From an optimization exercise on the open Yosys and OpenROAD flow, aimed at small area; shortcuts taken in it are not production practice. The RTL was checked by simulation tests, not by an equivalence proof against the original design. Power and IR drop assume default switching activity.

==> flow/design.v <==
module lidar_roi_depth_estimator (
  input  logic               clk,
  input  logic               rst_n,
  input  logic               start,
  output logic               busy,
  input  logic               in_op,
  input  logic [11:0]        in_box_center_col,
  input  logic [11:0]        in_box_center_row,
  input  logic [11:0]        in_box_width,
  input  logic [11:0]        in_box_height,
  input  logic signed [19:0] in_point_fwd,
  input  logic signed [19:0] in_point_left,
  input  logic signed [19:0] in_point_up,
  input  logic               in_last_point,
  output logic               out_valid,
  output logic               out_measured,
  output logic signed [20:0] out_depth_mm,
  output logic [16:0]        out_inside_count,
  input  logic               cfg_we,
  input  logic [2:0]         cfg_index,
  input  logic [15:0]        cfg_wdata
);
  localparam logic [15:0] D_FX = 16'd9600;
  localparam logic [15:0] D_FY = 16'd9600;
  localparam logic [15:0] D_PX = 16'd5120;
  localparam logic [15:0] D_PY = 16'd3840;
  localparam logic [15:0] D_OR = 16'hffdb;   
  localparam logic [15:0] D_OD = 16'd32;
  localparam logic [15:0] D_OF = 16'd48;
  logic [15:0] fx, fy, px, py, orr, od, of;
  logic [15:0] w0, w1;
  assign w0 = cfg_wdata & {16{rst_n}};
  assign w1 = cfg_wdata | {16{~rst_n}};
  function automatic logic [15:0] wdef(input logic [15:0] d);
    wdef = (d & w1) | (~d & w0);
  endfunction
  always_ff @(posedge clk) begin
    if (!rst_n || (cfg_we && cfg_index == 3'd0)) fx  <= wdef(D_FX);
    if (!rst_n || (cfg_we && cfg_index == 3'd1)) fy  <= wdef(D_FY);
    if (!rst_n || (cfg_we && cfg_index == 3'd2)) px  <= wdef(D_PX);
    if (!rst_n || (cfg_we && cfg_index == 3'd3)) py  <= wdef(D_PY);
    if (!rst_n || (cfg_we && cfg_index == 3'd4)) orr <= wdef(D_OR);
    if (!rst_n || (cfg_we && cfg_index == 3'd5)) od  <= wdef(D_OD);
    if (!rst_n || (cfg_we && cfg_index == 3'd6)) of  <= wdef(D_OF);
  end
  localparam logic [2:0] P_IDLE = 3'd0, P_PRE = 3'd1, P_EVAL = 3'd2, P_SUM = 3'd3,
                         P_CNT = 3'd4, P_NEG = 3'd5, P_DIV = 3'd6, P_DEP = 3'd7;
  logic [2:0]  ph;
  logic [5:0]  j;
  logic [1:0]  sub;
  logic [1:0]  e;        
  logic        acc;
  logic [11:0] bcol, brow;
  logic [9:0]  bhw, bhh;
  logic        have_box;
  logic [20:0] pf, pl, pu;
  logic        zb;
  logic        plast;
  logic [35:0] ring;
  logic [16:0] cnt;
  logic [19:0] A;
  logic        ok, lnx, lny, lneg, cznz, outv, zf;
  logic        cxc, czc;
  assign busy = (ph != P_IDLE);
  assign acc  = start && (ph == P_IDLE);
  logic        axis, isl, j0;
  logic        f_j, of_j, offa_j, pa_j, cx_j, cz_j, cxci, czci;
  assign axis = (ph == P_PRE) ? j[1] : e[1];
  assign isl  = ~e[0];
  assign j0   = (j == 6'd0);
  always_comb begin
    of_j   = (j >= 6'd15) ? of[15] : of[j[3:0]];
    offa_j = axis ? ((j >= 6'd15) ? od[15] : od[j[3:0]])
                  : ((j >= 6'd15) ? orr[15] : orr[j[3:0]]);
  end
  assign lneg = axis ? lny : lnx;
  assign f_j  = pf[0];
  assign pa_j = axis ? pu[0] : pl[0];
  assign cxci = j0 ? 1'b1 : cxc;
  assign czci = j0 ? 1'b0 : czc;
  assign cx_j = isl ? (offa_j ^ ~pa_j ^ cxci) : pa_j;    
  assign cz_j = f_j ^ of_j ^ czci;                       
  logic        last_bit;   
  logic        gate_a, inv, dlt;
  logic [19:0] braw, bop, ain, sum;
  logic        cin;
  assign last_bit = (j == 6'd20);
  logic s_f, s_p, s_c, s_h, s_n, ev;
  assign ev  = (ph == P_EVAL);
  assign s_f = ev && (sub == 2'd0) && cx_j;
  assign s_p = ev && (sub == 2'd1) && zb;
  assign s_c = (ev && (sub == 2'd2) && zb) || ((ph == P_PRE) && (j == 6'd0 || j == 6'd2));
  assign s_h = (ev && (sub == 2'd3) && zb) || ((ph == P_PRE) && (j == 6'd1 || j == 6'd3));
  assign s_n = ((ph == P_CNT) && !zf) || ((ph == P_DIV) && (sub == 2'd1));
  logic s_a;    
  assign s_a = (ph == P_DIV) && (sub == 2'd0);
  assign dlt = ev && (sub == 2'd2) && isl && !lneg && zb;
  assign gate_a = (ev && j0 && (sub == 2'd0)) || ((ph == P_PRE) && !j[0]) || (ph == P_CNT) || (s_a && j0);
  assign braw = ({20{s_f && !axis}} & {4'd0, fx})
              | ({20{s_f &&  axis}} & {4'd0, fy})
              | ({20{s_p && !axis}} & {4'd0, px})
              | ({20{s_p &&  axis}} & {4'd0, py})
              | ({20{s_c && !axis}} & {4'd0, bcol, 4'd0})
              | ({20{s_c &&  axis}} & {4'd0, brow, 4'd0})
              | ({20{s_h && !axis}} & {6'd0, bhw, 4'd0})
              | ({20{s_h &&  axis}} & {6'd0, bhh, 4'd0})
              | ({20{s_n}} & {3'd0, cnt})
              | ({20{s_a && !j0}} & A)
              | {16'd0, {4{dlt}}};
  always_comb begin
    inv = 1'b0;
    case (ph)
      P_PRE: inv = j[0];
      P_EVAL: case (sub)
          2'd0, 2'd1: inv = last_bit;
          2'd2: inv = ~last_bit;
          default: inv = isl ? last_bit : ~last_bit;
        endcase
      P_DIV: inv = (sub == 2'd1) && !A[19];    
      default: ;
    endcase
  end
  assign ain = gate_a ? {20{(ph == P_EVAL) && isl && lneg}} : A;
  assign bop = braw ^ {20{inv}};
  assign cin = inv ^ dlt ^ (ph == P_CNT && ok) ^ (s_a && ring[35]);
  logic [20:0] cy;
  assign cy[0] = cin;
  for (genvar i = 0; i < 20; i++) begin : g_add
    assign sum[i]  = ain[i] ^ bop[i] ^ cy[i];
    assign cy[i+1] = (ain[i] & bop[i]) | (ain[i] & cy[i]) | (bop[i] & cy[i]);
  end
  logic in_e, czpos;
  assign in_e    = sum[19] ^ isl;
  assign czpos   = !zb && cznz;        
  logic ra, rb, rci, rnew;
  always_comb begin
    ra  = ring[0];
    rb  = 1'b0;
    rci = 1'b0;
    case (ph)
      P_SUM: begin ra = ring[0] & !zf; rb = (j > 6'd20) ? zb : f_j; rci = j0 ? 1'b0 : czc; end
      P_NEG: begin ra = ~ring[0]; rci = j0 ? 1'b1 : czc; end
      P_DEP: begin ra = (ring[0] ^ lnx) & !zf; rb = of_j & !zf; rci = j0 ? (lnx & !zf) : czc; end
      default: ;
    endcase
    rnew = ra ^ rb ^ rci;
  end
  always_ff @(posedge clk) begin
    if (acc && !in_op) begin
      bcol <= in_box_center_col;
      brow <= in_box_center_row;
      bhw  <= in_box_width[11:2];
      bhh  <= in_box_height[11:2];
    end
    if (acc && in_op) begin
      pf    <= {in_point_fwd[19], in_point_fwd};
      pl    <= {in_point_left[19], in_point_left};
      pu    <= {in_point_up[19], in_point_up};
      plast <= in_last_point;
    end else begin
      pf <= {pf[15:0], pf[20:16]};
      pl <= {pl[15:1], (ev && sub == 2'd0 && isl && !axis) ? cx_j : pl[0], pl[20:16]};
      pu <= {pu[15:1], (ev && sub == 2'd0 && isl &&  axis) ? cx_j : pu[0], pu[20:16]};
    end
    if (ph == P_EVAL && sub == 2'd3) A <= {sum[19], sum[19:1]};
    else A <= sum;
    if ((ph == P_SUM && sub == 2'd0) || ph == P_NEG || ph == P_DEP) ring <= {rnew, ring[35:1]};
    else if (ph == P_DIV && sub == 2'd1) ring <= {ring[34:0], !sum[19]};
    if (ph == P_CNT && sub == 2'd1) cnt <= A[16:0];
    if (ph == P_EVAL && sub == 2'd0) begin
      cxc  <= (offa_j & ~pa_j) | (offa_j & cxci) | (~pa_j & cxci);
      czc  <= (f_j & of_j) | (f_j & czci) | (of_j & czci);
      zb   <= cz_j;
      cznz <= (j0 ? 1'b0 : cznz) | cz_j;
    end else if ((ph == P_SUM && sub == 2'd0) || ph == P_NEG || ph == P_DEP) begin
      czc <= (ra & rb) | (ra & rci) | (rb & rci);
      zb  <= rb;
    end
    if (ph == P_PRE && j == 6'd1) lnx <= sum[19];
    if (ph == P_PRE && j == 6'd3) lny <= sum[19];
    if (!rst_n) begin
      ph       <= P_IDLE;
      outv     <= 1'b0;
      have_box <= 1'b0;
      zf       <= 1'b1;
      j        <= '0;
      sub      <= '0;
      e        <= '0;
    end else begin
      outv <= 1'b0;
      if (acc && !in_op) have_box <= 1'b1;
      if ((acc && !in_op) || outv) zf <= 1'b1;
      case (ph)
        P_IDLE: begin
          j   <= '0;
          sub <= '0;
          e   <= '0;
          if (acc && in_op) begin
            ph <= P_PRE;
            ok <= have_box && !cnt[16];
          end
        end
        P_PRE: begin
          j <= j + 6'd1;
          if (j == 6'd20) begin
            j  <= '0;
            ph <= P_EVAL;
          end
        end
        P_EVAL: begin
          sub <= sub + 2'd1;
          if (sub == 2'd3) begin
            j <= j + 6'd1;
            if (last_bit) begin
              j  <= '0;
              ok <= ok && in_e && czpos;
              e  <= e + 2'd1;
              if (e == 2'd3) ph <= (ok && in_e && czpos) ? P_SUM : P_CNT;
            end
          end
        end
        P_SUM: begin
          sub <= sub + 2'd1;
          if (sub == 2'd3) begin
            j <= j + 6'd1;
            if (j == 6'd35) begin
              j  <= '0;
              ph <= P_CNT;
            end
          end
        end
        P_CNT: begin
          sub <= sub + 2'd1;
          if (sub == 2'd1 || !(ok || (plast && zf))) begin
            sub <= '0;
            if (ok) zf <= 1'b0;
            if (!plast) ph <= P_IDLE;
            else if (ok || !zf) begin
              lnx <= ring[35];
              ph   <= ring[35] ? P_NEG : P_DIV;
            end else begin
              ph <= P_DEP;
            end
          end
        end
        P_NEG: begin
          j <= j + 6'd1;
          if (j == 6'd35) begin
            j  <= '0;
            ph <= P_DIV;
          end
        end
        P_DIV: begin
          sub <= sub ^ 2'd1;
          if (sub == 2'd1) begin
            j <= j + 6'd1;
            if (j == 6'd35) begin
              j  <= '0;
              ph <= P_DEP;
            end
          end
        end
        P_DEP: begin
          j <= j + 6'd1;
          if (j == 6'd35) begin
            j    <= '0;
            outv <= 1'b1;
            ph   <= P_IDLE;
          end
        end
        default: ph <= P_IDLE;
      endcase
    end
  end
  assign out_valid        = outv;
  assign out_measured     = !zf;
  assign out_depth_mm     = ring[20:0];
  assign out_inside_count = cnt;
endmodule
export LEC_CHECK = 0
export CAP_MARGIN = 20
export CORE_MARGIN = 2
export CORE_UTILIZATION = 40
export SLEW_MARGIN = 20
create_clock -name core_clock -period 11.0 [get_ports {clk}]
standard.sh (not shown) runs the stock make flow with config.mk's settings and CLKGATE_MAP_FILE= SYNTH_SCRIPT=/design/flow/synth_recipe.tcl, a recipe that flattens the netlist after the stock synthesis.
==> flow/flow/run.sh <==
#!/bin/bash
# Standard ORFS layout with two changes: port buffers use the smallest buffer cell, and the
# clock tree uses clkbuf_4 with sink clusters and no dummy loads.
set -euo pipefail
bash standard.sh \
  "BUFFER_PORTS_ARGS=-buffer_cell sky130_fd_sc_hd__buf_1" \
  "CTS_ARGS=-sink_clustering_enable -repair_clock_nets -dont_use_dummy_load -buf_list sky130_fd_sc_hd__clkbuf_4 -sink_clustering_size 10 -sink_clustering_max_diameter 50" \
  finish > make_finish.log 2>&1
The starting point produced a layout that fails on setup timing.
Rerun with:
--- a/flow/design.v
+++ b/flow/design.v
@@ -163,9 +163,9 @@
       pu <= {pu[15:1], (ev && sub == 2'd0 && isl &&  axis) ? cx_j : pu[0], pu[20:16]};
     end
     if (ph == P_EVAL && sub == 2'd3) A <= {sum[19], sum[19:1]};
     else A <= sum;
-    if ((ph == P_SUM && sub == 2'd0) || ph == P_NEG || ph == P_DEP) ring <= {rnew, ring[35:1]};
+    if ((ph == P_SUM && sub == 2'd0 && ok) || ph == P_NEG || ph == P_DEP) ring <= {rnew, ring[35:1]};
     else if (ph == P_DIV && sub == 2'd1) ring <= {ring[34:0], !sum[19]};
     if (ph == P_CNT && sub == 2'd1) cnt <= A[16:0];
     if (ph == P_EVAL && sub == 2'd0) begin
       cxc  <= (offa_j & ~pa_j) | (offa_j & cxci) | (~pa_j & cxci);
@@ -214,9 +214,9 @@
             if (last_bit) begin
               j  <= '0;
               ok <= ok && in_e && czpos;
               e  <= e + 2'd1;
-              if (e == 2'd3) ph <= (ok && in_e && czpos) ? P_SUM : P_CNT;
+              if (e == 2'd3) ph <= P_SUM;    
             end
           end
         end
         P_SUM: begin
@@ -226,8 +226,12 @@
             if (j == 6'd35) begin
               j  <= '0;
               ph <= P_CNT;
             end
+          end
+          if (!ok) begin
+            sub <= '0;
+            ph  <= P_CNT;
           end
         end
         P_CNT: begin
           sub <= sub + 2'd1;
Outcome:
- The changed run completed and failed the layout checks on setup timing
- sequential share of layout area hardly moves
- cell area is about the same
- setup slack improves by 0.018 ns
- die area fell by about 0.6%
- total power rose by about 2.7%
- utilization rose by 0.12 points
- non-clock buffer count rose by 7
- wire length fell by 4.5%
- hold slack degrades by 0.0046 ns
- fmax stays flat
- area after synthesis fell by 0.64%

[afterwards: timing with drivers on the ports]
Ports are ideal in the flow. The routed layouts listed here were re-timed in OpenROAD.
Step 1: set_driving_cell puts a clkbuf_16 on clk and a buf_2 on each other input, an assumption about the parent block.
Step 2 adds t to the input delays and takes it off the output delays; t is the mean of the earliest and latest rising clock arrival at the registers after step 1. Input paths then give back, and output paths get back, about the clock's delay inside the block.
Three values: ideal, step 1, step 2; two values: the first two.
run | shift t [ns] | slack for setup (ns) | worst data-port slew with drivers (ns)
the first run | 0.706 | -0.135 / -0.135 / -0.135 | 0.06
the second run | 0.746 | -0.117 / -0.117 / -0.117 | 0.06
